This is an optimization exercise on Yosys and OpenROAD, whose aim is small area and a short achievable clock period, not a production implementation. No functional check of the RTL was part of any run shown here.

==> design/flow/design.v <==
package csc_pkg;
	typedef logic [17:0] sram_addr_t;
	typedef logic [15:0] sram_word_t;
	typedef logic [7:0] pixel_t;
	localparam int IMG_WIDTH = 320;
	localparam int IMG_HEIGHT = 240;
	localparam int PAIRS_PER_ROW = 160;
	localparam int WORDS_PER_ROW = 80;      
	localparam int GROUPS = 19200;          
	localparam sram_addr_t Y_BASE = 18'd0;
	localparam sram_addr_t U_BASE = 18'd38400;
	localparam sram_addr_t V_BASE = 18'd57600;
	localparam sram_addr_t RGB_BASE = 18'd146944;
	localparam sram_addr_t RGB_LAST = 18'd262143;
endpackage
`timescale 1ns/100ps
module sram_arbiter (
	input logic CLOCK_50_I,
	input logic resetn,
	input logic cmd_we,
	input csc_pkg::sram_addr_t cmd_addr,
	input csc_pkg::sram_word_t cmd_wdata,
	output csc_pkg::sram_addr_t sram_addr,
	output csc_pkg::sram_word_t sram_wdata,
	output logic sram_we_n
);
	always_ff @(posedge CLOCK_50_I or negedge resetn) begin
		if (!resetn)
			sram_we_n <= 1'b1;
		else
			sram_we_n <= !cmd_we;
	end
	always_ff @(posedge CLOCK_50_I) begin
		sram_addr <= cmd_addr;
		sram_wdata <= cmd_wdata;
	end
endmodule
`timescale 1ns/100ps
module yuv_fetch (
	input logic CLOCK_50_I,
	input logic resetn,
	input logic start,
	output logic busy,
	output logic done,
	output logic [3:0] ph,
	output logic j_first,          
	output logic j_near_end,       
	output logic j_last,           
	output logic cmd_we,
	output csc_pkg::sram_addr_t cmd_addr
);
	logic [1:0] prime;             
	logic wr_on;
	logic done_pre;
	logic [6:0] jc;
	logic [16:0] gy;               
	logic [16:0] c_addr;
	csc_pkg::sram_addr_t wa;       
	logic wr_ph, wr_now, last_wr;
	assign wr_ph = (ph >= 4'd4);
	assign wr_now = busy && wr_on && wr_ph;
	assign last_wr = wr_now && (wa == csc_pkg::RGB_LAST);
	assign cmd_we = wr_now;
	assign c_addr = gy + ((ph == 4'd1) ? 17'(csc_pkg::U_BASE + 18'd2) : 17'(csc_pkg::V_BASE + 18'd2));
	always_comb begin
		if (ph == 4'd0 || ph == 4'd3)
			cmd_addr = {gy, ph == 4'd0};
		else if (ph == 4'd1 || ph == 4'd2)
			cmd_addr = {1'b0, c_addr};
		else
			cmd_addr = wa;
	end
	always_ff @(posedge CLOCK_50_I or negedge resetn) begin
		if (!resetn) begin
			busy <= 1'b0;
			done <= 1'b0;
			done_pre <= 1'b0;
			wr_on <= 1'b0;
		end else begin
			done_pre <= last_wr;
			done <= done_pre;
			if (done_pre)
				busy <= 1'b0;
			else if (start)
				busy <= 1'b1;
			if (!busy || last_wr)
				wr_on <= 1'b0;
			else if (prime == 2'd0 && ph == 4'd3)
				wr_on <= 1'b1;
		end
	end
	always_ff @(posedge CLOCK_50_I) begin
		if (!busy) begin
			ph <= 4'd1;
			prime <= 2'd3;
			jc <= 7'd77;
			j_first <= 1'b0;
			j_near_end <= 1'b0;
			j_last <= 1'b0;
			gy <= 17'h1fffe;
			wa <= csc_pkg::RGB_BASE;
		end else begin
			ph <= (ph == 4'd9) ? 4'd0 : ph + 4'd1;
			if (ph == 4'd9) begin
				if (prime != 2'd0)
					prime <= prime - 2'd1;
				jc <= (jc == 7'd79) ? 7'd0 : jc + 7'd1;
				j_first <= (jc == 7'd79);
				j_near_end <= (jc == 7'd77);
				j_last <= (jc == 7'd78);
			end
			if (ph == 4'd0)
				gy <= gy + 17'd1;
			if (wr_now)
				wa <= wa + 18'd1;
		end
	end
endmodule
`timescale 1ns/100ps
module chroma_interpolator (
	input logic CLOCK_50_I,
	input logic [3:0] ph,
	input logic j_first,
	input logic j_near_end,
	input logic j_last,
	input csc_pkg::sram_word_t rdata,
	output csc_pkg::pixel_t ce_u,       
	output csc_pkg::pixel_t ce_v,
	output csc_pkg::pixel_t c_odd       
);
	csc_pkg::pixel_t e [0:15];
	logic shift;
	logic pair_b;
	csc_pkg::pixel_t t0, t1, t2, t3, t4, t5;
	assign shift = (ph <= 4'd4) && (ph != 4'd2);
	assign pair_b = (ph >= 4'd3);
	always_ff @(posedge CLOCK_50_I) begin
		if (shift) begin
			for (int i = 0; i < 15; i++)
				e[i] <= e[i + 1];
		end
		if (ph == 4'd4) begin
			e[12] <= rdata[15:8];
			e[14] <= rdata[7:0];
		end
		if (ph == 4'd5) begin
			e[13] <= rdata[15:8];
			e[15] <= rdata[7:0];
		end
	end
	assign ce_u = e[2];
	assign ce_v = e[3];
	always_comb begin
		t0 = e[0];
		t1 = e[2];
		t2 = e[4];
		t3 = e[6];
		t4 = e[8];
		t5 = e[10];
		if (j_first && !pair_b) begin
			t0 = e[4];
			t1 = e[4];
		end
		if (j_first && pair_b)
			t0 = e[2];
		if (j_near_end && pair_b)
			t5 = e[8];
		if (j_last && !pair_b) begin
			t4 = e[6];
			t5 = e[6];
		end
		if (j_last && pair_b) begin
			t3 = e[4];
			t4 = e[4];
			t5 = e[4];
		end
	end
	logic [8:0] m, m_r;
	logic [9:0] d1, d2, d3, d1_r, d2_r, d3_r;
	assign m = {1'b0, t2} + {1'b0, t3};
	assign d1 = {2'd0, t2} + {2'd0, t3} + {2'd0, ~t1} + {2'd0, ~t4};
	assign d2 = {2'd0, t0} + {2'd0, t5} + {2'd0, ~t1} + {2'd0, ~t4};
	assign d3 = {2'd0, t0} + {2'd0, t5} + {2'd0, ~t2} + {2'd0, ~t3};
	always_ff @(posedge CLOCK_50_I) begin
		m_r <= m;
		d1_r <= d1;
		d2_r <= d2;
		d3_r <= d3;
	end
	logic [16:0] acc;
	logic [8:0] q8, q8_r;
	logic signed [9:0] sh;
	assign acc = {1'b0, m_r, 7'd0} + {2'd0, d1_r, 5'd0} + {3'd0, d2_r, 4'd0} + {5'd0, d2_r, 2'd0}
		+ {7'd0, d3_r} + 17'd234;
	assign q8 = acc[16:8];
	always_ff @(posedge CLOCK_50_I)
		q8_r <= q8;
	assign sh = {1'b0, q8_r} - 10'sd106;
	assign c_odd = sh[9] ? 8'h00 : (sh[8] ? 8'hff : sh[7:0]);
endmodule
`timescale 1ns/100ps
module csc_matrix (
	input logic CLOCK_50_I,
	input csc_pkg::pixel_t y_in,
	input csc_pkg::pixel_t u_in,
	input csc_pkg::pixel_t v_in,
	output csc_pkg::pixel_t r,
	output csc_pkg::pixel_t g,
	output csc_pkg::pixel_t b
);
	logic [24:0] ye, t_in, t_r;
	logic [9:0] u3_in, v3_in, u3, v3;
	csc_pkg::pixel_t u, v;
	assign ye = {17'd0, y_in};
	assign t_in = (ye << 16) + (ye << 13) + (ye << 11) + (ye << 9) - (ye << 2);
	assign u3_in = {2'd0, u_in} + {1'd0, u_in, 1'd0};
	assign v3_in = {2'd0, v_in} + {1'd0, v_in, 1'd0};
	always_ff @(posedge CLOCK_50_I) begin
		t_r <= t_in;
		u <= u_in;
		v <= v_in;
		u3 <= u3_in;
		v3 <= v3_in;
	end
	localparam int NR = 6;
	localparam int NG = 8;
	localparam int NB = 6;
	localparam logic [15:0] KL_R = 16'd5824;
	localparam logic [15:0] KL_G = 16'd45033;
	localparam logic [15:0] KL_B = 16'd4800;
	localparam logic signed [11:0] KH_R = -12'sd223;
	localparam logic signed [11:0] KH_G = -12'sd269;
	localparam logic signed [11:0] KH_B = -12'sd277;
	logic [26:0] rr [NR];
	logic [26:0] gr [NG];
	logic [26:0] br [NB];
	logic [9:0] nu3, nv3;
	csc_pkg::pixel_t nu, nv;
	assign nu3 = ~u3;
	assign nv3 = ~v3;
	assign nu = ~u;
	assign nv = ~v;
	assign rr[0] = {2'd0, t_r};
	assign rr[1] = {2'd0, v3, 15'd0};
	assign rr[2] = {6'd0, v3, 11'd0};
	assign rr[3] = {12'd0, v, 7'd0};
	assign rr[4] = {15'd0, v, 4'd0};
	assign rr[5] = {17'd0, v3};
	assign gr[0] = {2'd0, t_r};
	assign gr[1] = {4'd0, nu3, 13'd0};
	assign gr[2] = {9'd0, nu, 10'd0};
	assign gr[3] = {14'd0, nu3, 3'd0};
	assign gr[4] = {3'd0, nv3, 14'd0};
	assign gr[5] = {7'd0, nv, 12'd0};
	assign gr[6] = {14'd0, nv, 5'd0};
	assign gr[7] = {19'd0, nv};
	assign br[0] = {2'd0, t_r};
	assign br[1] = {2'd0, u, 17'd0};
	assign br[2] = {9'd0, u, 10'd0};
	assign br[3] = {12'd0, u, 7'd0};
	assign br[4] = {14'd0, u3, 3'd0};
	assign br[5] = {17'd0, u3};
	logic [10:0] rh, gh, bh, rh_r, gh_r, bh_r;
	logic [19:0] rl, gl, bl;
	logic [3:0] rc_r, gc_r, bc_r;
	always_comb begin
		rh = '0;
		rl = {4'd0, KL_R};
		for (int i = 0; i < NR; i++) begin
			rh = rh + rr[i][26:16];
			rl = rl + {4'd0, rr[i][15:0]};
		end
		gh = '0;
		gl = {4'd0, KL_G};
		for (int i = 0; i < NG; i++) begin
			gh = gh + gr[i][26:16];
			gl = gl + {4'd0, gr[i][15:0]};
		end
		bh = '0;
		bl = {4'd0, KL_B};
		for (int i = 0; i < NB; i++) begin
			bh = bh + br[i][26:16];
			bl = bl + {4'd0, br[i][15:0]};
		end
	end
	always_ff @(posedge CLOCK_50_I) begin
		rh_r <= rh;
		gh_r <= gh;
		bh_r <= bh;
		rc_r <= rl[19:16];
		gc_r <= gl[19:16];
		bc_r <= bl[19:16];
	end
	function automatic csc_pkg::pixel_t sat(input logic signed [11:0] s);
		if (s[11])
			sat = 8'h00;
		else if (s[10:8] != 3'd0)
			sat = 8'hff;
		else
			sat = s[7:0];
	endfunction
	assign r = sat({1'b0, rh_r} + {8'd0, rc_r} + KH_R);
	assign g = sat({1'b0, gh_r} + {8'd0, gc_r} + KH_G);
	assign b = sat({1'b0, bh_r} + {8'd0, bc_r} + KH_B);
endmodule
`timescale 1ns/100ps
module rgb_store (
	input logic CLOCK_50_I,
	input logic [3:0] ph,
	input csc_pkg::pixel_t r,
	input csc_pkg::pixel_t g,
	input csc_pkg::pixel_t b,
	output csc_pkg::sram_word_t wdata
);
	csc_pkg::pixel_t g1, b1;         
	always_ff @(posedge CLOCK_50_I) begin
		g1 <= g;
		b1 <= b;
	end
	always_comb begin
		case (ph)
		4'd4, 4'd7: wdata = {r, g};
		4'd5, 4'd8: wdata = {b1, r};
		default: wdata = {g1, b1};
		endcase
	end
endmodule
`timescale 1ns/100ps
module csc_top (
	input logic CLOCK_50_I,
	input logic resetn,
	input logic start,
	output logic busy,
	output logic done,
	output csc_pkg::sram_addr_t sram_addr,
	output csc_pkg::sram_word_t sram_wdata,
	output logic sram_we_n,
	input csc_pkg::sram_word_t sram_rdata
);
	logic [3:0] ph;
	logic j_first, j_near_end, j_last;
	logic cmd_we;
	csc_pkg::sram_addr_t cmd_addr;
	csc_pkg::sram_word_t cmd_wdata;
	csc_pkg::pixel_t ce_u, ce_v, c_odd, uo;
	csc_pkg::sram_word_t yh;         
	csc_pkg::pixel_t y_op, u_op, v_op;
	csc_pkg::pixel_t r, g, b;
	yuv_fetch seq_unit (
		.CLOCK_50_I, .resetn, .start, .busy, .done,
		.ph, .j_first, .j_near_end, .j_last,
		.cmd_we, .cmd_addr
	);
	chroma_interpolator interp_unit (
		.CLOCK_50_I, .ph, .j_first, .j_near_end, .j_last,
		.rdata(sram_rdata), .ce_u, .ce_v, .c_odd
	);
	always_ff @(posedge CLOCK_50_I) begin
		if (ph == 4'd3 || ph == 4'd6)
			yh <= sram_rdata;
		uo <= c_odd;     
	end
	always_comb begin
		if (ph == 4'd3 || ph == 4'd6) begin
			y_op = yh[7:0];
			u_op = uo;
			v_op = c_odd;
		end else begin
			y_op = yh[15:8];
			u_op = ce_u;
			v_op = ce_v;
		end
	end
	csc_matrix matrix_unit (
		.CLOCK_50_I, .y_in(y_op), .u_in(u_op), .v_in(v_op),
		.r, .g, .b
	);
	rgb_store store_unit (
		.CLOCK_50_I, .ph, .r, .g, .b, .wdata(cmd_wdata)
	);
	sram_arbiter arbiter_unit (
		.CLOCK_50_I, .resetn,
		.cmd_we, .cmd_addr, .cmd_wdata,
		.sram_addr, .sram_wdata, .sram_we_n
	);
endmodule
==> design/flow/run.sh <==
#!/bin/bash
# synth_recipe.tcl (not shown) runs the flow's synth.tcl, then flattens the netlist and writes it again
# the make line also repeats each setting of config.mk as NAME=value (left out here)
make -C /OpenROAD-flow-scripts/flow DESIGN_CONFIG=/design/flow/config.mk WORK_HOME=/design/flow/orfs CLKGATE_MAP_FILE= SYNTH_SCRIPT=/design/flow/synth_recipe.tcl finish
==> design/flow/config.mk <==
export PLATFORM = sky130hd
export DESIGN_NAME = csc_top
export DESIGN_NICKNAME = csc_top
export VERILOG_FILES = /design/flow/design.v
export SDC_FILE = /design/flow/constraint.sdc
export NUM_CORES = 4
export LEC_CHECK = 0
export CAP_MARGIN = 20
export CORE_MARGIN = 2
export CORE_UTILIZATION = 50
export SETUP_SLACK_MARGIN = 5
export SLEW_MARGIN = 20
==> design/flow/constraint.sdc <==
create_clock -name core_clock -period 10.0 [get_ports {CLOCK_50_I}]
set_input_delay 2.0000 -clock core_clock [delete_from_list [all_inputs] [get_ports {CLOCK_50_I}]]
set_output_delay 2.0000 -clock core_clock [all_outputs]
set_load 0.01 [all_outputs]
==> results of run 1 <==
[layer usage]
metal	wire, µm	global-route usage (%)	vias up
li1	-	-	8635
met1	27000	30.0	8267
met2	27100	37.7	336
met3	2140	2.71	96
met4	1590	7.10	0
met5	0	0	-
[Yosys cell counts, drive strengths merged (10+ instances only)]
library cell / n / area, µm²
ha: 308 / 3850
inv: 302 / 1130
dfxtp: 255 / 5100
nor2: 150 / 563
edfxtp: 144 / 4320
a21oi: 138 / 691
nand2: 138 / 518
fa: 132 / 2640
xnor2: 111 / 972
o21ai: 97 / 489
xor2: 81 / 709
mux2: 60 / 676
nand3: 52 / 260
a21o: 47 / 353
clkbuf: 36 / 135
mux2i: 35 / 350
nor2b: 34 / 213
nand2b: 28 / 175
nor3: 28 / 145
o21a: 26 / 195
and3: 21 / 131
or3: 18 / 113
o221ai: 17 / 161
nand4: 15 / 93.8
a211oi: 14 / 105
buf: 12 / 65.1
nor4b: 12 / 148
o211ai: 12 / 90.1
and2: 10 / 62.6
and4: 10 / 90.1
o21bai: 10 / 75.1
[sequential cells by signal (all words and copies together), names as in the netlist, 8 cells and up]
register                 flops
matrix_unit.v                8
seq_unit.gy                 17
matrix_unit.v3               9
store_unit.b1                8
arbiter_unit.sram_addr      18
matrix_unit.gh_r            11
seq_unit.wa                 18
arbiter_unit.sram_wdata     16
interp_unit.d1_r            10
store_unit.g1                8
uo                           8
interp_unit.d2_r            10
interp_unit.e              128
matrix_unit.rh_r            11
yh                          16
matrix_unit.u                8
matrix_unit.bh_r            11
matrix_unit.u3               9
matrix_unit.t_r             23
interp_unit.m_r              9
interp_unit.q8_r             9
interp_unit.d3_r             9
[worst paths after layout]
path / startpoint / end / slack, ns / depth (start not counted)
max: matrix_unit.t_r[3]$_DFF_P_ / matrix_unit.gc_r[2]$_DFF_P_ / 5.20 / 17
min: seq_unit.done_pre$_DFF_PN0_ / seq_unit.done$_DFF_PN0_ / 0.40 / 0
max reg2reg: matrix_unit.t_r[3]$_DFF_P_ / matrix_unit.gc_r[2]$_DFF_P_ / 5.20 / 17
min reg2reg: seq_unit.done_pre$_DFF_PN0_ / seq_unit.done$_DFF_PN0_ / 0.40 / 0
max in group asynchronous: resetn / arbiter_unit.sram_we_n$_DFF_PN1_ / 8.11 / 1
min in group asynchronous: resetn / seq_unit.busy$_DFFE_PN0P_ / 1.62 / 1
[metrics by stage]
step / utilization (%) / cell area [µm²] / std cells
after floorplan: - / 25600 / 2462
final: 56.8 / 28600 / 3240
after global placement: 53.4 / 26900 / 3150
after global routing: 56.8 / 28600 / 3240
after detailed placement: 53.5 / 26900 / 3150
after CTS: 56.5 / 28500 / 3234
[logic make-up after synthesis]
group / count (synthesis)
and+or+nand+nor: 550
adders and majority gates: 440
AOI/OAI and AO/OA: 431
DFF: 404
buffers and inverters: 350
xor gates and xnor gates: 192
muxes: 95
[final cells by class]
type / instances / area, µm²
Tap cell: 672 / 841
Sequential cell: 404 / 9570
Clock inverter: 26 / 288
Inverter: 302 / 1130
Fill cell: 4336 / 21800
Clock buffer: 57 / 1230
Timing Repair Buffer: 70 / 679
Multi-Input combinational cell: 1709 / 14900
[timing repair]
action                     4_1_cts  5_1_grt
pin swaps                        1        4
gates resized for setup          5       22
cloned                           1        0
setup buffers                    0        6
setup endpoints to repair       10       19
==> summary.md, run 1 <==
| Metric | Value |
|---|---|
| First-pass GRT wire length | about 94000 µm |
| Top delay family on crit path | adder cells |
| Multiplexer area fraction after synthesis | 4.00% |
| Cts hold-fix bufs | 0 |
| Worst-path clk slew | 0.06 ns |
| Die area | 53100 µm² |
| Area grow syn2layout | 11.6% |
| ANT cells | 0 |
| Vias | 17300 |
| Crit path time final | 4.80 ns |
| Setup ws final | around 5.2 ns |
| Most common cell after layout, fill and taps aside | ha_1 |
| Pre-CTS setup slack | 4.43 ns |
| Hold crit path type | register to register |
| Syn nets | 2921 |
| Antenna violations before repair | 0 |
| Via-to-Cell Ratio | about 5.4 |
| Area of the core | 50400 µm² |
| Critical Path Max Stage Delay | 0.57 ns |
| Nets | roughly 3000 |
| CP bufs+invs | 2 |
| Routed wire per std cell | ~18 µm |
| Element type at the critical path end | register |
| Worst path most repeated cell | fa_1 |
| Syn. warnings | 10 |
| Flops & latches, synth | 404 |
| Setup TNS | 0 ns |
| H-tree levels | 2 |
| Worst slew margin | between 20 and 25% |
| Gate Count Post-Synth | 2462 |
| Mean area per synthesized cell | 10.4 µm² |
| Sink Count | 404 |
| Initial DRC Count | 932 |
| Commonest non-fill, non-tap cells in the layout | 306 x ha_1, 300 x inv_1, 250 x dfxtp_1 |
| Die Width | between 200 and 250 µm |
| Tcrit/Tclk final | 48.0% |
| Final hold vios | 0 |
| EDFF count, synth | between 100 and 150 |
| Post-DP HPWL | around 45000 µm |
| # IOs | 56 |
| CP Class | register to register |
| # DRC | 0 |
| # Max-Cap Violations | 0 |
| Vias in the first global route | around 18000 |
| Max Clock Skew | around 0.044 ns |
| Main synth FF type | dfxtp_1 |
| Largest net degree at the start of global routing | 76 |
| Adder-cell share of the synthesized area | roughly 25% |
| Final GP Congestion | 0.928 |
| WP data arrival | 5.24 ns |
| Hold WS | 0.397 ns |
| Post-DRT Antenna Nets | 0 |
| Compound-gate portion of the synthesized area | 10.8% |
| Clock buffer depth | 3 |
| Congestion Overflow GR | 0 |
| Slowest cell on crit path | fa_1 |
| Req. time, crit path | 10.44 ns |
| Overall global routing resource usage | 22.3% |
| Area of the mapped netlist | 25600 µm² |
| First-pass iteration count of the detailed router | 5 |
| Share of cells above drive strength 1 | under 10% |
| IO Port Bufs | between 50 and 60 |
| Clk latency of the worst-skew pair | 0.60 ns |
| Slew Limit Fails | 0 |
| Post-Route WL | about 58000 µm |
| CTS Root Cell | clkbuf_16 |
| Setup-failing EPs final | 0 |
| CTS tree | yes |
| Synth Area in XOR/XNOR | 6.56% |
| Crit Path Max Fanout | 5 |
| Largest family of logic cells by synthesized area | adder cells |
| Critical path, cell by cell | ha_1 -> or3_1 -> nor3_2 -> nand2_1 -> o21a_1 -> o21ai_0 -> xor2_1 -> fa_1 -> inv_1 -> fa_1 -> fa_1 -> inv_1 -> ha_1 -> o2111ai_1 -> o21bai_2 -> o31a_1 -> or2_2 |
| Effective utilization at floorplan | 50.9% |
| Row cnt | 82 |
| Post-synthesis async set-or-reset flop share | 1.24% |
| Setup crit start kind | register |
| Sequential area share after synthesis | ~37% |
| Synth Area in Simple Gates | 10.9% |
| Status | timing/DRC/antenna clean |
| Die H | around 230 µm |
| Worst-margin pin slew | 1.12 ns |
| Max Fclk | 208 MHz |
| Netlist cell types | 79 |
| RSZ-0062 raised after global routing | no |
| Num CTS Buffers | 45 |
==> run 2: changes to the inputs <==
--- a/design/flow/design.v
+++ b/design/flow/design.v
@@ -261,34 +261,46 @@
 	assign br[4] = {14'd0, u3, 3'd0};
 	assign br[5] = {17'd0, u3};
-	logic [10:0] rh, gh, bh, rh_r, gh_r, bh_r;
-	logic [19:0] rl, gl, bl;
-	logic [3:0] rc_r, gc_r, bc_r;
-	always_comb begin
-		rh = '0;
-		rl = {4'd0, KL_R};
-		for (int i = 0; i < NR; i++) begin
-			rh = rh + rr[i][26:16];
-			rl = rl + {4'd0, rr[i][15:0]};
-		end
-		gh = '0;
-		gl = {4'd0, KL_G};
-		for (int i = 0; i < NG; i++) begin
-			gh = gh + gr[i][26:16];
-			gl = gl + {4'd0, gr[i][15:0]};
-		end
-		bh = '0;
-		bl = {4'd0, KL_B};
-		for (int i = 0; i < NB; i++) begin
-			bh = bh + br[i][26:16];
-			bl = bl + {4'd0, br[i][15:0]};
-		end
-	end
+	function automatic logic [53:0] csa(input logic [26:0] a, input logic [26:0] b, input logic [26:0] c);
+		logic [26:0] sm, cy;
+		sm = a ^ b ^ c;
+		cy = (a & b) | (a & c) | (b & c);
+		csa = {sm, cy[25:0], 1'b0};
+	endfunction
+	logic [53:0] r1a, r1b, r2a, r3a, r4a;
+	logic [53:0] g1a, g1b, g1c, g2a, g2b, g3a, g4a;
+	logic [53:0] b1a, b1b, b2a, b3a, b4a;
+	assign r1a = csa(rr[0], rr[1], rr[2]);
+	assign r1b = csa(rr[3], rr[4], rr[5]);
+	assign r2a = csa(r1a[53:27], r1a[26:0], r1b[53:27]);
+	assign r3a = csa(r1b[26:0], {11'd0, KL_R}, r2a[53:27]);
+	assign r4a = csa(r2a[26:0], r3a[53:27], r3a[26:0]);
+	assign g1a = csa(gr[0], gr[1], gr[2]);
+	assign g1b = csa(gr[3], gr[4], gr[5]);
+	assign g1c = csa(gr[6], gr[7], {11'd0, KL_G});
+	assign g2a = csa(g1a[53:27], g1a[26:0], g1b[53:27]);
+	assign g2b = csa(g1b[26:0], g1c[53:27], g1c[26:0]);
+	assign g3a = csa(g2a[53:27], g2a[26:0], g2b[53:27]);
+	assign g4a = csa(g3a[53:27], g3a[26:0], g2b[26:0]);
+	assign b1a = csa(br[0], br[1], br[2]);
+	assign b1b = csa(br[3], br[4], br[5]);
+	assign b2a = csa(b1a[53:27], b1a[26:0], b1b[53:27]);
+	assign b3a = csa(b1b[26:0], {11'd0, KL_B}, b2a[53:27]);
+	assign b4a = csa(b2a[26:0], b3a[53:27], b3a[26:0]);
+	logic [16:0] rl, gl, bl;
+	logic [10:0] rs_r, rc_r, gs_r, gc_r, bs_r, bc_r;
+	logic rk_r, gk_r, bk_r;
+	assign rl = {1'b0, r4a[42:27]} + {1'b0, r4a[15:0]};
+	assign gl = {1'b0, g4a[42:27]} + {1'b0, g4a[15:0]};
+	assign bl = {1'b0, b4a[42:27]} + {1'b0, b4a[15:0]};
 	always_ff @(posedge CLOCK_50_I) begin
-		rh_r <= rh;
-		gh_r <= gh;
-		bh_r <= bh;
-		rc_r <= rl[19:16];
-		gc_r <= gl[19:16];
-		bc_r <= bl[19:16];
+		rs_r <= r4a[53:43];
+		rc_r <= r4a[26:16];
+		rk_r <= rl[16];
+		gs_r <= g4a[53:43];
+		gc_r <= g4a[26:16];
+		gk_r <= gl[16];
+		bs_r <= b4a[53:43];
+		bc_r <= b4a[26:16];
+		bk_r <= bl[16];
 	end
 	function automatic csc_pkg::pixel_t sat(input logic signed [11:0] s);
@@ -300,7 +312,11 @@
 			sat = s[7:0];
 	endfunction
-	assign r = sat({1'b0, rh_r} + {8'd0, rc_r} + KH_R);
-	assign g = sat({1'b0, gh_r} + {8'd0, gc_r} + KH_G);
-	assign b = sat({1'b0, bh_r} + {8'd0, bc_r} + KH_B);
+	logic [10:0] rh, gh, bh;
+	assign rh = rs_r + rc_r + {10'd0, rk_r};
+	assign gh = gs_r + gc_r + {10'd0, gk_r};
+	assign bh = bs_r + bc_r + {10'd0, bk_r};
+	assign r = sat({1'b0, rh} + KH_R);
+	assign g = sat({1'b0, gh} + KH_G);
+	assign b = sat({1'b0, bh} + KH_B);
 endmodule
 `timescale 1ns/100ps
==> run 2 against run 1 <==
Flip-flop and latch count increased by 23. Die area increased by 2.9%. Utilization decreased by 0.62 points. Global-route usage decreased by 1.5 points. Non-clock buffer count unchanged. Routed wire length decreased by 3.5%. First-iteration DRC count increased by 6.3%. Worst hold slack got worse by 0.012 ns. Area after synthesis increased by 2.9%.
==> summary.md, run 2 <==
| Metric | Value |
|---|---|
| # DRC | 0 (unchanged) |
| Register area | 10000 µm² (+4.7%) |
| Largest net degree at the start of global routing | 54 (-29%) |
| CTS tree | yes |
| WP data arrival | 5.20 ns (-0.04 ns) |
| H-tree levels | 2 (unchanged) |
| Crit Path Max Fanout | 40 (+35) |
| Row cnt | 84 (+2.4%) |
| Biggest regs | interp_unit.e: 128 flops, matrix_unit.t_r: 23 flops |
| Req. time, crit path | 10.46 ns (+0.02 ns) |
| Mean area per synthesized cell | 10.8 µm² (+4.0%) |
| Slew Limit Fails | 0 (unchanged) |
| # Max-Cap Violations | 0 (unchanged) |
| Die area | 54600 µm² (+2.9%) |
| Vias | 17100 (-1.3%) |
| CP Class | register to register |
| Initial DRC Count | 991 (+6.3%) |
| Worst slew margin | 30.8% (+6.0 points) |
| Setup ws final | 5.27 ns (+0.0630 ns) |
| Post-DRT Antenna Nets | 0 (unchanged) |
| Crit path time final | 4.73 ns (-0.0630 ns) |
| Hold crit path type | register to register |
| Main synth FF type | dfxtp_1 |
| Multi-input gate area | 14900 µm² (+0.25%) |
| Synth top area share | 21.1% (+1.2 points) |
| Pre-CTS setup slack | 4.55 ns (+0.120 ns) |
| Synth top cells by count | 389 x ha_1, 369 x inv_1, 278 x dfxtp_1 |
| Clk latency of the worst-skew pair | 0.57 ns (-0.03 ns) |
| Area of the mapped netlist | 26400 µm² (+2.9%) |
| Area grow syn2layout | 11.4% |
| Post-synthesis async set-or-reset flop share | 1.17% (-0.067 points) |
| Worst-path clk slew | 0.06 ns (about the same) |
| Sequential area share after synthesis | 38.0% (+0.69 points) |
| Flops & latches, synth | 427 (+5.7%) |
| IO Port Bufs | 55 (unchanged) |
| Gate Count Post-Synth | 2437 (-1.0%) |
| Num CTS Buffers | 47 (+4.4%) |
| Fillers | 4500 (+3.8%) |
| Effective utilization at floorplan | 50.4% (-0.49 points) |
| CTS Root Cell | clkbuf_16 |
| Setup TNS | 0 ns (unchanged) |
| Share of cells above drive strength 1 | 8.16% (+0.34 points) |
| Vias in the first global route | 17100 (-2.8%) |
| Worst-margin pin slew | 1.04 ns (-0.0825 ns) |
| End-of-flow core utilization | 56.2% (-0.62 points) |
| Max Fclk | 211 MHz (+1.3%) |
| Clock buffer depth | 3 (unchanged) |
| Antenna violations before repair | 1 (+1) |
| Overall global routing resource usage | 20.9% (-1.5 points) |
| RSZ-0062 raised after global routing | yes |
| Syn nets | 2993 (+2.5%) |
| Largest area contributor in the netlist | dfxtp_1 |
| Tcrit/Tclk final | 47.3% (-0.63 points) |
| Post-DP HPWL | 44500 µm (-1.7%) |
| Congestion Overflow GR | 0 (unchanged) |
| Number of flip-flops in the largest register | 128 (unchanged) |
| Most flop-heavy register | interp_unit.e |
| # IOs | 56 (unchanged) |
| Via-to-Cell Ratio | 5.29 (-1.1%) |
| Ranking of synthesized cells by area | dfxtp_1 21%, ha_1 18%, edfxtp_1 16%, fa_1 11%, inv_1 5.2% |
| Die Width | 234 µm (+1.4%) |
| Die H | 234 µm (+1.4%) |
| Syn. warnings | 10 (unchanged) |
| Final hold vios | 0 (unchanged) |
| Most frequent cell after synthesis | ha_1 |
| Commonest non-fill, non-tap cells in the layout | 388 x ha_1, 369 x inv_1, 278 x dfxtp_1 |
| Area of the core | 52300 µm² (+3.9%) |
| Nets | 3066 (+2.5%) |
| Hold WS | 0.385 ns (-0.0122 ns) |
| EDFF count, synth | 144 (unchanged) |
| ANT cells | 0 (unchanged) |
| Routed wire per std cell | 17.2 µm (-3.4%) |
| Placed Cells | 3146 (-0.13%) |
| Most common cell after layout, fill and taps aside | ha_1 |
| Max Clock Skew | 0.0132 ns (-0.0304 ns) |
| Sink Count | 427 (+5.7%) |
| Status | timing/DRC/antenna clean |
| Setup-failing EPs final | 0 (unchanged) |
| Post-Route WL | 55800 µm (-3.5%) |
| Final cell count without fillers | 3236 (-0.12%) |
| Element type at the critical path end | register |
| Final GP Congestion | 0.865 (-6.8%) |
| First-pass iteration count of the detailed router | 6 (+1) |
| First-pass GRT wire length | 89200 µm (-5.3%) |
| Setup crit start kind | register |
| Netlist cell types | 89 (+13%) |
run 2: logic make-up (layout without fill, tap and decap cells):
logic type / count (synthesis) / in the layout / synth area share, %
adder cells (fa/ha/maj): 537 / 537 / 29.7
flip-flops: 427 / 427 / 38.0
AO/OA/AOI/OAI: 426 / 426 / 10.6
buffers and inverters: 416 / 527 / 6.10
AND/OR/NAND/NOR: 398 / 398 / 7.30
XOR/XNOR: 148 / 148 / 4.91
multiplexers: 85 / 85 / 3.50
run 2: through the flow:
stage / area, µm²
3_5_place_dp: 27700
6_report: 29400
5_1_grt: 29400
3_3_place_gp: 27700
2_1_floorplan: 26400
4_1_cts: 29300
run 2: cell type report:
type / instances / share of cell area [%]
Clock buffer: 60 / 4.45
Tap cell: 688 / 2.93
Timing Repair Buffer: 70 / 2.31
Multi-Input combinational cell: 1594 / 50.7
Clock inverter: 27 / 0.825
Inverter: 370 / 4.72
Sequential cell: 427 / 34.1
run 2: repair_timing:
action                                  in CTS  in global routing
pin swaps                                    0                  1
endpoints found under the setup margin      16                 16
resized for setup                           10                 18
setup buffers                                0                  3
hold buffers                                 0                  0
run 2: path summary, 6_finish.rpt:
kind | slack [ns] | endpoint | from | cells after the start
max | 5.27 | matrix_unit.t_r[23]$_DFF_P_ | seq_unit.ph[0]$_SDFF_PN1_ | 18
min | 0.38 | seq_unit.done$_DFF_PN0_ | seq_unit.done_pre$_DFF_PN0_ | 0
max reg2reg | 5.27 | matrix_unit.t_r[23]$_DFF_P_ | seq_unit.ph[0]$_SDFF_PN1_ | 18
min reg2reg | 0.38 | seq_unit.done$_DFF_PN0_ | seq_unit.done_pre$_DFF_PN0_ | 0
max in group asynchronous | 8.07 | arbiter_unit.sram_we_n$_DFF_PN1_ | resetn | 1
min in group asynchronous | 1.66 | seq_unit.wr_on$_DFFE_PN0P_ | resetn | 1
run 2: critical path, stage by stage (launching register included):
cell,delay [ns]
dfxtp_1,0.37
inv_1,0.10
ha_1,0.34
mux2i_2,0.16
nor2_4,0.12
buf_12,0.28
mux2i_4,0.36
ha_1,0.28
inv_1,0.09
fa_1,0.43
ha_1,0.29
ha_1,0.36
or2_2,0.30
a21oi_1,0.15
a21oi_1,0.10
a21o_1,0.20
or2_2,0.29
a31o_2,0.26
xor2_1,0.13
run 2: metal layers:
metal | vias to the layer above | global-route usage [%] | wire [µm]
met5 | - | 0 | 0
met4 | 0 | 5.38 | 1150
met3 | 76 | 2.92 | 2040
met2 | 250 | 33.7 | 25500
met1 | 8289 | 29.5 | 27100
li1 | 8502 | - | -
==> run 3: changes to the inputs <==
--- a/design/flow/design.v
+++ b/design/flow/design.v
@@ -43,28 +43,64 @@
 	output logic busy,
 	output logic done,
-	output logic [3:0] ph,
-	output logic j_first,          
-	output logic j_near_end,       
-	output logic j_last,           
+	output logic c_shift,          
+	output logic c_ld_u,           
+	output logic c_ld_v,           
+	output logic c_first_a,        
+	output logic c_first_b,        
+	output logic c_near_b,         
+	output logic c_last_a,         
+	output logic c_last_b,         
+	output logic c_yh_ld,          
+	output logic c_ylo,            
+	output logic c_odd_op,         
+	output logic c_w_rg,           
+	output logic c_w_br,           
 	output logic cmd_we,
 	output csc_pkg::sram_addr_t cmd_addr
 );
+	logic [3:0] ph, ph_n;
 	logic [1:0] prime;             
 	logic wr_on;
 	logic done_pre;
 	logic [6:0] jc;
+	logic j_first, j_near_end, j_last;
+	logic jf_n, jn_n, jl_n;
 	logic [16:0] gy;               
 	logic [16:0] c_addr;
 	csc_pkg::sram_addr_t wa;       
-	logic wr_ph, wr_now, last_wr;
-	assign wr_ph = (ph >= 4'd4);
-	assign wr_now = busy && wr_on && wr_ph;
+	logic a_y, a_c, a_u, a_lsb, a_w;
+	logic wr_now, last_wr;
+	assign ph_n = !busy ? 4'd1 : (ph == 4'd9) ? 4'd0 : ph + 4'd1;
+	assign jf_n = (ph == 4'd9) ? (jc == 7'd79) : j_first;
+	assign jn_n = (ph == 4'd9) ? (jc == 7'd77) : j_near_end;
+	assign jl_n = (ph == 4'd9) ? (jc == 7'd78) : j_last;
+	always_ff @(posedge CLOCK_50_I) begin
+		c_shift <= (ph_n <= 4'd4) && (ph_n != 4'd2);
+		c_ld_u <= (ph_n == 4'd4);
+		c_ld_v <= (ph_n == 4'd5);
+		c_first_a <= busy && jf_n && (ph_n <= 4'd1);
+		c_first_b <= busy && jf_n && (ph_n == 4'd3 || ph_n == 4'd4);
+		c_near_b <= busy && jn_n && (ph_n == 4'd3 || ph_n == 4'd4);
+		c_last_a <= busy && jl_n && (ph_n <= 4'd1);
+		c_last_b <= busy && jl_n && (ph_n == 4'd3 || ph_n == 4'd4);
+		c_yh_ld <= (ph_n == 4'd3 || ph_n == 4'd6);
+		c_ylo <= (ph_n == 4'd2 || ph_n == 4'd5);
+		c_odd_op <= (ph_n == 4'd3 || ph_n == 4'd6);
+		c_w_rg <= (ph_n == 4'd4 || ph_n == 4'd7);
+		c_w_br <= (ph_n == 4'd5 || ph_n == 4'd8);
+		a_y <= (ph_n == 4'd0 || ph_n == 4'd3);
+		a_c <= (ph_n == 4'd1 || ph_n == 4'd2);
+		a_u <= (ph_n == 4'd1);
+		a_lsb <= (ph_n == 4'd0);
+		a_w <= (ph_n >= 4'd4);
+	end
+	assign wr_now = busy && wr_on && a_w;
 	assign last_wr = wr_now && (wa == csc_pkg::RGB_LAST);
 	assign cmd_we = wr_now;
-	assign c_addr = gy + ((ph == 4'd1) ? 17'(csc_pkg::U_BASE + 18'd2) : 17'(csc_pkg::V_BASE + 18'd2));
+	assign c_addr = gy + (a_u ? 17'(csc_pkg::U_BASE + 18'd2) : 17'(csc_pkg::V_BASE + 18'd2));
 	always_comb begin
-		if (ph == 4'd0 || ph == 4'd3)
-			cmd_addr = {gy, ph == 4'd0};
-		else if (ph == 4'd1 || ph == 4'd2)
+		if (a_y)
+			cmd_addr = {gy, a_lsb};
+		else if (a_c)
 			cmd_addr = {1'b0, c_addr};
 		else
@@ -91,6 +127,6 @@
 	end
 	always_ff @(posedge CLOCK_50_I) begin
+		ph <= ph_n;
 		if (!busy) begin
-			ph <= 4'd1;
 			prime <= 2'd3;
 			jc <= 7'd77;
@@ -101,12 +137,11 @@
 			wa <= csc_pkg::RGB_BASE;
 		end else begin
-			ph <= (ph == 4'd9) ? 4'd0 : ph + 4'd1;
+			j_first <= jf_n;
+			j_near_end <= jn_n;
+			j_last <= jl_n;
 			if (ph == 4'd9) begin
 				if (prime != 2'd0)
 					prime <= prime - 2'd1;
 				jc <= (jc == 7'd79) ? 7'd0 : jc + 7'd1;
-				j_first <= (jc == 7'd79);
-				j_near_end <= (jc == 7'd77);
-				j_last <= (jc == 7'd78);
 			end
 			if (ph == 4'd0)
@@ -120,8 +155,12 @@
 module chroma_interpolator (
 	input logic CLOCK_50_I,
-	input logic [3:0] ph,
-	input logic j_first,
-	input logic j_near_end,
-	input logic j_last,
+	input logic c_shift,
+	input logic c_ld_u,
+	input logic c_ld_v,
+	input logic c_first_a,
+	input logic c_first_b,
+	input logic c_near_b,
+	input logic c_last_a,
+	input logic c_last_b,
 	input csc_pkg::sram_word_t rdata,
 	output csc_pkg::pixel_t ce_u,       
@@ -130,19 +169,15 @@
 );
 	csc_pkg::pixel_t e [0:15];
-	logic shift;
-	logic pair_b;
 	csc_pkg::pixel_t t0, t1, t2, t3, t4, t5;
-	assign shift = (ph <= 4'd4) && (ph != 4'd2);
-	assign pair_b = (ph >= 4'd3);
 	always_ff @(posedge CLOCK_50_I) begin
-		if (shift) begin
+		if (c_shift) begin
 			for (int i = 0; i < 15; i++)
 				e[i] <= e[i + 1];
 		end
-		if (ph == 4'd4) begin
+		if (c_ld_u) begin
 			e[12] <= rdata[15:8];
 			e[14] <= rdata[7:0];
 		end
-		if (ph == 4'd5) begin
+		if (c_ld_v) begin
 			e[13] <= rdata[15:8];
 			e[15] <= rdata[7:0];
@@ -158,17 +193,17 @@
 		t4 = e[8];
 		t5 = e[10];
-		if (j_first && !pair_b) begin
+		if (c_first_a) begin
 			t0 = e[4];
 			t1 = e[4];
 		end
-		if (j_first && pair_b)
+		if (c_first_b)
 			t0 = e[2];
-		if (j_near_end && pair_b)
+		if (c_near_b)
 			t5 = e[8];
-		if (j_last && !pair_b) begin
+		if (c_last_a) begin
 			t4 = e[6];
 			t5 = e[6];
 		end
-		if (j_last && pair_b) begin
+		if (c_last_b) begin
 			t3 = e[4];
 			t4 = e[4];
@@ -209,9 +244,28 @@
 	output csc_pkg::pixel_t b
 );
-	logic [24:0] ye, t_in, t_r;
+	function automatic logic [20:0] nib(input logic [3:0] n);
+		case (n)
+		4'd0: nib = 21'd0;
+		4'd1: nib = 21'd76284;
+		4'd2: nib = 21'd152568;
+		4'd3: nib = 21'd228852;
+		4'd4: nib = 21'd305136;
+		4'd5: nib = 21'd381420;
+		4'd6: nib = 21'd457704;
+		4'd7: nib = 21'd533988;
+		4'd8: nib = 21'd610272;
+		4'd9: nib = 21'd686556;
+		4'd10: nib = 21'd762840;
+		4'd11: nib = 21'd839124;
+		4'd12: nib = 21'd915408;
+		4'd13: nib = 21'd991692;
+		4'd14: nib = 21'd1067976;
+		default: nib = 21'd1144260;
+		endcase
+	endfunction
+	logic [24:0] t_in, t_r;
 	logic [9:0] u3_in, v3_in, u3, v3;
 	csc_pkg::pixel_t u, v;
-	assign ye = {17'd0, y_in};
-	assign t_in = (ye << 16) + (ye << 13) + (ye << 11) + (ye << 9) - (ye << 2);
+	assign t_in = {nib(y_in[7:4]), 4'd0} + {4'd0, nib(y_in[3:0])};
 	assign u3_in = {2'd0, u_in} + {1'd0, u_in, 1'd0};
 	assign v3_in = {2'd0, v_in} + {1'd0, v_in, 1'd0};
@@ -323,5 +377,6 @@
 module rgb_store (
 	input logic CLOCK_50_I,
-	input logic [3:0] ph,
+	input logic c_w_rg,
+	input logic c_w_br,
 	input csc_pkg::pixel_t r,
 	input csc_pkg::pixel_t g,
@@ -335,9 +390,10 @@
 	end
 	always_comb begin
-		case (ph)
-		4'd4, 4'd7: wdata = {r, g};
-		4'd5, 4'd8: wdata = {b1, r};
-		default: wdata = {g1, b1};
-		endcase
+		if (c_w_rg)
+			wdata = {r, g};
+		else if (c_w_br)
+			wdata = {b1, r};
+		else
+			wdata = {g1, b1};
 	end
 endmodule
@@ -354,6 +410,7 @@
 	input csc_pkg::sram_word_t sram_rdata
 );
-	logic [3:0] ph;
-	logic j_first, j_near_end, j_last;
+	logic c_shift, c_ld_u, c_ld_v;
+	logic c_first_a, c_first_b, c_near_b, c_last_a, c_last_b;
+	logic c_yh_ld, c_ylo, c_odd_op, c_w_rg, c_w_br;
 	logic cmd_we;
 	csc_pkg::sram_addr_t cmd_addr;
@@ -365,23 +422,26 @@
 	yuv_fetch seq_unit (
 		.CLOCK_50_I, .resetn, .start, .busy, .done,
-		.ph, .j_first, .j_near_end, .j_last,
+		.c_shift, .c_ld_u, .c_ld_v,
+		.c_first_a, .c_first_b, .c_near_b, .c_last_a, .c_last_b,
+		.c_yh_ld, .c_ylo, .c_odd_op, .c_w_rg, .c_w_br,
 		.cmd_we, .cmd_addr
 	);
 	chroma_interpolator interp_unit (
-		.CLOCK_50_I, .ph, .j_first, .j_near_end, .j_last,
+		.CLOCK_50_I, .c_shift, .c_ld_u, .c_ld_v,
+		.c_first_a, .c_first_b, .c_near_b, .c_last_a, .c_last_b,
 		.rdata(sram_rdata), .ce_u, .ce_v, .c_odd
 	);
 	always_ff @(posedge CLOCK_50_I) begin
-		if (ph == 4'd3 || ph == 4'd6)
+		if (c_yh_ld)
 			yh <= sram_rdata;
 		uo <= c_odd;     
 	end
+	always_ff @(posedge CLOCK_50_I)
+		y_op <= c_ylo ? yh[7:0] : yh[15:8];
 	always_comb begin
-		if (ph == 4'd3 || ph == 4'd6) begin
-			y_op = yh[7:0];
+		if (c_odd_op) begin
 			u_op = uo;
 			v_op = c_odd;
 		end else begin
-			y_op = yh[15:8];
 			u_op = ce_u;
 			v_op = ce_v;
@@ -393,5 +453,5 @@
 	);
 	rgb_store store_unit (
-		.CLOCK_50_I, .ph, .r, .g, .b, .wdata(cmd_wdata)
+		.CLOCK_50_I, .c_w_rg, .c_w_br, .r, .g, .b, .wdata(cmd_wdata)
 	);
 	sram_arbiter arbiter_unit (
==> run 3 against run 2 <==
Still clean on timing, DRC and antenna. Cell count is 6.1% higher. Worst setup slack better by 0.26 ns. Critical path depth is 1 lower. Worst hold slack worse by 0.050 ns. Utilization is 0.32 points lower. Final area is 4.4% higher. Routed wire length is 2.5% higher. Count of clock-buffer cells in the layout is 9 higher. Highest routed layer unchanged.
==> summary.md, run 3 <==
| Metric | Value |
|---|---|
| Most frequent cell after synthesis | ha_1 |
| End-of-flow core utilization | 55.9% (-0.32 points) |
| ANT cells | 0 (unchanged) |
| Number of flip-flops in the largest register | 128 (unchanged) |
| Effective utilization at floorplan | 50.5% (+0.066 points) |
| Worst-path clk slew | 0.06 ns (about the same) |
| Post-DP HPWL | 45700 µm (+2.6%) |
| CP bufs+invs | 3 (unchanged) |
| Gate Count Post-Synth | 2591 (+6.3%) |
| First-pass iteration count of the detailed router | 5 (-1) |
| Clock buffer depth | 3 (unchanged) |
| CTS Root Cell | clkbuf_16 |
| Crit Path Max Fanout | 16 (-60%) |
| Max Fclk | 224 MHz (+5.9%) |
| CTS tree | yes |
| Multi-input gate area | 15200 µm² (+1.7%) |
| Num CTS Buffers | 51 (+8.5%) |
| Biggest regs | interp_unit.e: 128 flops, matrix_unit.t_r: 23 flops |
| Largest net degree at the start of global routing | 90 (+67%) |
| Critical path, cell by cell | mux2i_1 -> o21ai_0 -> ha_1 -> inv_1 -> fa_1 -> xnor2_1 -> inv_1 -> fa_1 -> inv_1 -> ha_1 -> a21o_1 -> a21oi_1 -> o21bai_1 -> a21oi_1 -> o21bai_1 -> a21oi_1 -> xnor2_1 |
| First-pass GRT wire length | 92100 µm (+3.3%) |
| Share of cells above drive strength 1 | 5.99% (-2.2 points) |
| WP data arrival | 4.98 ns (-0.22 ns) |
| Setup-failing EPs final | 0 (unchanged) |
| Syn. warnings | 10 (unchanged) |
| # Max-Cap Violations | 0 (unchanged) |
| Worst slew margin | 40.6% (+9.8 points) |
| Critical Path Max Stage Delay | 0.90 ns (+0.47 ns) |
| Ranking of synthesized cells by area | dfxtp_1 24%, ha_1 17%, edfxtp_1 16%, fa_1 10%, inv_1 4.8% |
| # IOs | 56 (unchanged) |
| CP Class | register to register |
| Via-to-Cell Ratio | 5.19 (-1.9%) |
| Setup crit start kind | register |
| Netlist cell types | 83 (-6.7%) |
| Fillers | 4771 (+6.0%) |
| EDFF count, synth | 144 (unchanged) |
| Sequential area share after synthesis | 39.8% (+1.8 points) |
| Post-synthesis async set-or-reset flop share | 1.05% (-0.12 points) |
| Cts hold-fix bufs | 0 (unchanged) |
| Most flop-heavy register | interp_unit.e |
| IO Port Bufs | 55 (unchanged) |
| Post CTS Setup Buffer Count | 0 (unchanged) |
| Most common cell after layout, fill and taps aside | ha_1 |
| Req. time, crit path | 10.51 ns (+0.05 ns) |
| Tcrit/Tclk final | 44.7% (-2.6 points) |
| Nets | 3182 (+3.8%) |
| Post-Route WL | 57200 µm (+2.5%) |
| Die Width | 240 µm (+2.5%) |
| Initial DRC Count | 781 (-21%) |
| Status | timing/DRC/antenna clean |
| Synth top area share | 23.7% (+2.6 points) |
| H-tree levels | 2 (unchanged) |
| Min-Delay Path Depth | 0 (unchanged) |
| Die area | 57400 µm² (+5.1%) |
| Vias in the first global route | 17700 (+3.4%) |
| Element type at the critical path end | register |
| Area of the mapped netlist | 27800 µm² (+5.2%) |
| Top delay family on crit path | adder cells |
| Routed wire per std cell | 16.7 µm (-3.4%) |
| Syn nets | 3125 (+4.4%) |
| Setup TNS | 0 ns (unchanged) |
| Hold crit path type | register to register |
| Slew Limit Fails | 0 (unchanged) |
| CP Depth | 17 (-1) |
| Die H | 240 µm (+2.5%) |
| Register area | 11000 µm² (+10%) |
| Final GP Congestion | 0.876 (+1.2%) |
| Main synth FF type | dfxtp_1 |
| Sink Count | 478 (+12%) |
| Area grow syn2layout | 10.6% |
| Worst-margin pin slew | 0.866 ns (-0.172 ns) |
| Overall global routing resource usage | 20.3% (-0.52 points) |
| Vias | 17800 (+4.1%) |
| # DRC | 0 (unchanged) |
| Largest area contributor in the netlist | dfxtp_1 |
| Final hold vios | 0 (unchanged) |
| Crit path time final | 4.47 ns (-0.262 ns) |
| Mean area per synthesized cell | 10.7 µm² (-1.1%) |
| Antenna violations before repair | 1 (unchanged) |
| Reg2reg path depth | 17 (-1) |
| Max Clock Skew | 0.0146 ns (+0.00149 ns) |
| Commonest non-fill, non-tap cells in the layout | 373 x ha_1, 358 x inv_1, 326 x dfxtp_1 |
| Row cnt | 86 (+2.4%) |
| Post-DRT Antenna Nets | 0 (unchanged) |
| Congestion Overflow GR | 0 (unchanged) |
| Synth top cells by count | 373 x ha_1, 358 x inv_1, 329 x dfxtp_1 |
| RSZ-0062 raised after global routing | no |
| Cts repair resizes | 0 (-10) |
| Clk latency of the worst-skew pair | 0.58 ns (about the same) |
| Area of the core | 55000 µm² (+5.1%) |
| Slowest cell on crit path | dfxtp_1 |
| Flops & latches, synth | 478 (+12%) |
-- run 3: cell types whose count changed after synthesis, sizes merged, moves of 16 or more --
cell   previous run  this run
mux2i            27        58
dfxtp           278       329
nand2           100       135
o21ai            83       115
ha              389       373
mux2             58        40
and2              7        24
or3               8        25
-- run 3: metal layers --
layer | track usage [%] | wire (µm) | share of wire, % | up-vias
met2 | 32.7 | 25800 | 45 | 218
li1 | - | - | - | 9022
met5 | 0 | 0 | 0 | -
met4 | 4.62 | 1030 | 1.8 | 0
met3 | 2.87 | 1710 | 3.0 | 54
met1 | 29.0 | 28600 | 50 | 8532
-- run 3: layout make-up --
type                    count  share of cell area (%)
clock buffers              69                    4.77
clock inverters            22                   0.538
inverters                 358                    4.37
multi-input cells        1699                    49.4
flip-flops and latches    478                    36.0
well taps                 748                    3.05
repair buffers             60                    1.96
-- run 3: path summary, 6_finish.rpt --
kind | slack, ns | from | endpoint
max | 5.53 | seq_unit.c_first_a$_DFF_P_ | interp_unit.d3_r[8]$_DFF_P_
min | 0.33 | register | matrix_unit.t_r[5]$_DFF_P_
max reg2reg | 5.53 | seq_unit.c_first_a$_DFF_P_ | interp_unit.d3_r[8]$_DFF_P_
min reg2reg | 0.33 | register | matrix_unit.t_r[5]$_DFF_P_
max in group asynchronous | 8.07 | resetn | arbiter_unit.sram_we_n$_DFF_PN1_
min in group asynchronous | 1.66 | resetn | seq_unit.wr_on$_DFFE_PN0P_
-- run 3: logic make-up (layout without fill, tap and decap cells) --
logic type / count (synthesis) / count (layout) / share of synthesized area [%]
adder cells (fa/ha/maj): 515 / 515 / 27.1
XOR/XNOR: 141 / 141 / 4.45
flip-flops: 478 / 478 / 39.8
AND/OR/NAND/NOR: 458 / 458 / 8.03
buffers and inverters: 414 / 509 / 5.63
multiplexers: 99 / 99 / 3.80
AO/OA/AOI/OAI: 486 / 486 / 11.3
-- run 3: worst register-to-register path, cell delays in order, from the launching register on --
cell	delay, ns
dfxtp_1	0.90
mux2i_1	0.19
o21ai_0	0.21
ha_1	0.19
inv_1	0.05
fa_1	0.40
xnor2_1	0.31
inv_1	0.10
fa_1	0.54
inv_1	0.06
ha_1	0.28
a21o_1	0.17
a21oi_1	0.24
o21bai_1	0.10
a21oi_1	0.23
o21bai_1	0.10
a21oi_1	0.19
xnor2_1	0.13
-- run 3: through the flow --
stage	instances	hold WS, ns	area [µm²]	worst slack (ns)
2_1_floorplan	2591	0.310	27800	6.06
3_3_place_gp	3342	0.323	29100	5.66
3_5_place_dp	3342	0.323	29100	5.53
4_1_cts	3433	0.338	30700	5.53
5_1_grt	3434	0.336	30700	5.14
6_report	3434	0.334	30700	5.53
==> run 4: changes to the inputs <==
--- a/design/flow/design.v
+++ b/design/flow/design.v
@@ -244,28 +244,10 @@
 	output csc_pkg::pixel_t b
 );
-	function automatic logic [20:0] nib(input logic [3:0] n);
-		case (n)
-		4'd0: nib = 21'd0;
-		4'd1: nib = 21'd76284;
-		4'd2: nib = 21'd152568;
-		4'd3: nib = 21'd228852;
-		4'd4: nib = 21'd305136;
-		4'd5: nib = 21'd381420;
-		4'd6: nib = 21'd457704;
-		4'd7: nib = 21'd533988;
-		4'd8: nib = 21'd610272;
-		4'd9: nib = 21'd686556;
-		4'd10: nib = 21'd762840;
-		4'd11: nib = 21'd839124;
-		4'd12: nib = 21'd915408;
-		4'd13: nib = 21'd991692;
-		4'd14: nib = 21'd1067976;
-		default: nib = 21'd1144260;
-		endcase
-	endfunction
+	logic [24:0] ye;
 	logic [24:0] t_in, t_r;
 	logic [9:0] u3_in, v3_in, u3, v3;
 	csc_pkg::pixel_t u, v;
-	assign t_in = {nib(y_in[7:4]), 4'd0} + {4'd0, nib(y_in[3:0])};
+	assign ye = {17'd0, y_in};
+	assign t_in = (ye << 16) + (ye << 13) + (ye << 11) + (ye << 9) - (ye << 2);
 	assign u3_in = {2'd0, u_in} + {1'd0, u_in, 1'd0};
 	assign v3_in = {2'd0, v_in} + {1'd0, v_in, 1'd0};
==> design/flow/flow/run.sh (new file) <==
#!/bin/bash
set -u
export SETUP_SLACK_MARGIN=6.8
export BUFFER_PORTS_ARGS="-buffer_cell sky130_fd_sc_hd__buf_4"
bash standard.sh > standard_flow.log 2>&1
==> design/flow/standard.sh (new file) <==
#!/bin/bash
# synth_recipe.tcl (not shown) runs the flow's synth.tcl, then flattens the netlist and writes it again
# the make line also repeats each setting of config.mk as NAME=value (left out here)
make -C /OpenROAD-flow-scripts/flow DESIGN_CONFIG=/design/flow/config.mk WORK_HOME=/design/flow/orfs CLKGATE_MAP_FILE= SYNTH_SCRIPT=/design/flow/synth_recipe.tcl "${@:-finish}"
--- a/design/flow/config.mk
+++ b/design/flow/config.mk
@@ -9,4 +9,3 @@
 export CORE_MARGIN = 2
 export CORE_UTILIZATION = 50
-export SETUP_SLACK_MARGIN = 5
 export SLEW_MARGIN = 20
removed: design/flow/run.sh
==> run 4 against run 3 <==
Fmax up 20%. Utilization rose by 4.8 points.
==> summary.md, run 4 <==
| Metric | Value |
|---|---|
| ANT cells | 0 (unchanged) |
| Setup-failing EPs final | 0 (unchanged) |
| Status | timing/DRC/antenna clean |
| Largest net degree at the start of global routing | 60 (-33%) |
| IO Port Bufs | 55 (unchanged) |
| Syn. warnings | 10 (unchanged) |
| Fillers | 4303 (-9.8%) |
| Gate Count Post-Synth | 2424 (-6.4%) |
| Synth top cells by count | 388 x ha_1, 358 x inv_1, 303 x dfxtp_1 |
| Hold crit path type | register to register |
| Slew Limit Fails | 0 (unchanged) |
| CTS Root Cell | clkbuf_16 |
| EDFF count, synth | 144 (unchanged) |
| Post-DRT Antenna Nets | 0 (unchanged) |
| Overall global routing resource usage | 20.8% (+0.49 points) |
| Critical Path Source | seq_unit.c_near_b$_DFF_P_ |
| Post-synthesis async set-or-reset flop share | 1.11% (+0.060 points) |
| Vias | 17300 (-3.0%) |
| Initial DRC Count | 610 (-22%) |
| Ranking of synthesized cells by area | dfxtp_1 23%, ha_1 18%, edfxtp_1 16%, fa_1 11%, inv_1 5.0% |
| Final cell count without fillers | 3327 (-3.1%) |
| WP data arrival | 4.21 ns (-0.77 ns) |
| H-tree levels | 2 (unchanged) |
| Setup TNS | 0 ns (unchanged) |
| Placed Cells | 3128 (-6.4%) |
| Antenna violations before repair | 0 (-1) |
| CP Class | register to register |
| Die H | 235 µm (-1.9%) |
| Number of flip-flops in the largest register | 128 (unchanged) |
| RSZ-0062 raised after global routing | yes |
| Num CTS Buffers | 49 (-3.9%) |
| Sink Count | 452 (-5.4%) |
| # IOs | 56 (unchanged) |
| End-of-flow core utilization | 60.7% (+4.8 points) |
| Post-DP HPWL | 44100 µm (-3.4%) |
| Clk latency of the worst-skew pair | 0.59 ns (about the same) |
| Biggest regs | interp_unit.e: 128 flops, matrix_unit.t_r: 23 flops |
| Commonest non-fill, non-tap cells in the layout | 347 x ha_1, 326 x inv_1, 262 x dfxtp_1 |
| # DRC | 0 (unchanged) |
| Worst-margin pin slew | 1.06 ns (+0.197 ns) |
| Via-to-Cell Ratio | 5.20 (+0.13%) |
| Die Width | 235 µm (-1.9%) |
| Routed wire per std cell | 17.4 µm (+4.6%) |
| Area of the mapped netlist | 26700 µm² (-3.7%) |
| # Max-Cap Violations | 0 (unchanged) |
| Syn nets | 2979 (-4.7%) |
| Crit Path Max Fanout | 3 (-13) |
| Netlist cell types | 85 (+2.4%) |
| First-pass GRT wire length | 92800 µm (+0.73%) |
| Final GP Congestion | 0.858 (-2.0%) |
| Sequential area share after synthesis | 39.3% (-0.41 points) |
| CTS tree | yes |
| HP Start | interp_unit.e[1][7]$_DFFE_PP_ |
| Mean area per synthesized cell | 11.0 µm² (+2.9%) |
| Tcrit/Tclk final | 37.2% (-7.5 points) |
| Most common cell after layout, fill and taps aside | ha_1 |
| Final hold vios | 0 (unchanged) |
| Vias in the first global route | 17600 (-0.46%) |
| Post-Route WL | 58000 µm (+1.4%) |
| Die area | 55300 µm² (-3.7%) |
| Clock buffer depth | 3 (unchanged) |
| Worst slew margin | 29.1% (-12 points) |
| First-pass iteration count of the detailed router | 4 (-1) |
| Element type at the critical path end | register |
| Main synth FF type | dfxtp_1 |
| Most flop-heavy register | interp_unit.e |
| Crit path time final | 3.72 ns (-0.753 ns) |
| Nets | 3154 (-0.88%) |
| Largest area contributor in the netlist | dfxtp_1 |
| Area grow syn2layout | 19.6% |
| Worst-path clk slew | 0.06 ns (about the same) |
| Row cnt | 84 (-2.3%) |
| Flops & latches, synth | 452 (-5.4%) |
| Congestion Overflow GR | 0 (unchanged) |
| Most frequent cell after synthesis | ha_1 |
| Max Clock Skew | 0.0264 ns (+0.0118 ns) |
| Synth top area share | 22.7% (-1.0 points) |
| Max Fclk | 269 MHz (+20%) |
| Effective utilization at floorplan | 50.8% (+0.27 points) |
| Share of cells above drive strength 1 | 21.9% (+16 points) |
| R2r startpoint | seq_unit.c_near_b$_DFF_P_ |
| Req. time, crit path | 10.50 ns (about the same) |
| Setup crit start kind | register |
| Area of the core | 52700 µm² (-4.2%) |
[run 4: layout make-up]
type / instances / area (µm²) / share of cell area [%]
Clock buffer: 63 / 1330 / 4.16
Clock inverter: 28 / 380 / 1.19
Inverter: 358 / 1360 / 4.27
Multi-Input combinational cell: 1572 / 16100 / 50.2
Sequential cell: 452 / 10600 / 33.2
Tap cell: 688 / 861 / 2.69
Timing Repair Buffer: 166 / 1350 / 4.22
[run 4: kinds of logic (layout without fill, tap and decap cells)]
group           count (synthesis)  after routing  share of synthesized area [%]
buf+inv                       400            615                           5.62
mux                           102            102                           4.08
simple gates                  396            396                           7.45
fa+ha+maj                     536            536                           29.3
xor+xnor                      148            148                           4.99
flops                         452            452                           39.3
compound gates                390            390                           9.26
[run 4: path summary, 6_finish.rpt]
check	depth (start not counted)	slack (ns)	to
setup / recovery	20	6.28	interp_unit.d3_r[7]$_DFF_P_
hold / removal	0	0.41	interp_unit.e[0][7]$_DFFE_PP_
setup reg to reg	20	6.28	interp_unit.d3_r[7]$_DFF_P_
hold reg to reg	0	0.41	interp_unit.e[0][7]$_DFFE_PP_
max in group asynchronous	1	8.59	arbiter_unit.sram_we_n$_DFF_PN1_
min in group asynchronous	1	1.21	seq_unit.done_pre$_DFF_PN0_
[run 4: repair_timing]
item | in CTS | in global routing
gates cloned | 2 | 0
setup endpoints to repair | 58 | 58
setup buffers | 84 | 22
hold buffers | 0 | 0
gates resized for setup | 177 | 107
pin swaps | 120 | 74
[run 4: through the flow]
step / worst slack, ns / hold WS [ns] / area, µm²
after detailed placement: 5.74 / 0.383 / 28200
after global placement: 5.85 / 0.379 / 28200
final: 6.28 / 0.413 / 32000
after floorplan: 6.44 / 0.354 / 27100
after global routing: 6.07 / 0.424 / 32000
after CTS: 6.25 / 0.415 / 31300
[run 4: layer usage]
metal	wire length, µm	vias up	GRT usage, %
met3	1630	71	2.81
met1	28200	8429	29.7
met2	27100	197	33.8
met5	0	-	0
li1	-	8596	-
met4	1060	0	4.60
[run 4: worst max-delay path, cell delays in order, from the launching register on]
cell      delay (ns)
dfxtp_4         0.37
buf_6           0.11
mux2i_2         0.20
nor2_1          0.08
a21oi_2         0.11
o21ai_2         0.08
fa_2            0.42
a21o_1          0.18
a21oi_2         0.15
buf_4           0.16
xnor2_4         0.12
inv_2           0.06
fa_1            0.55
inv_2           0.06
ha_4            0.26
inv_2           0.04
o21ai_2         0.16
a21oi_2         0.07
o21bai_1        0.19
buf_4           0.14
xor2_1          0.11

==> static timing again, ports no longer ideal <==
No port has a modelled driver above. Below, the same layouts with a new extraction and two added sets of constraints.
Step 1 sets driving cells, clkbuf_16 on the clock port and buf_2 on the other inputs (assumed; they add their load-dependent delay and slew).
Step 2 moves the port delays by t, midway between the first and last clock arrival at a register: inputs arrive t later, outputs are due t later. That takes back most of the time a late clock gives input paths.
Three values: ideal ports, drivers, drivers and shift; two values: the first two.
| run | t (ns) | setup slack, ns | worst setup path after step 2 | worst register clock-pin slew, ns |
|---|---|---|---|---|
| run 1 | 0.637 | 5.204 / 5.204 / 5.204 | register to register | 0.06 / 0.06 |
| run 2 | 0.623 | 5.267 / 5.267 / 5.267 | register to register | 0.06 / 0.06 |
| run 3 | 0.637 | 5.528 / 5.528 / 5.528 | register to register | 0.06 / 0.06 |
| run 4 | 0.633 | 6.281 / 6.281 / 6.281 | register to register | 0.06 / 0.06 |
After both steps every run listed still meets setup and hold.
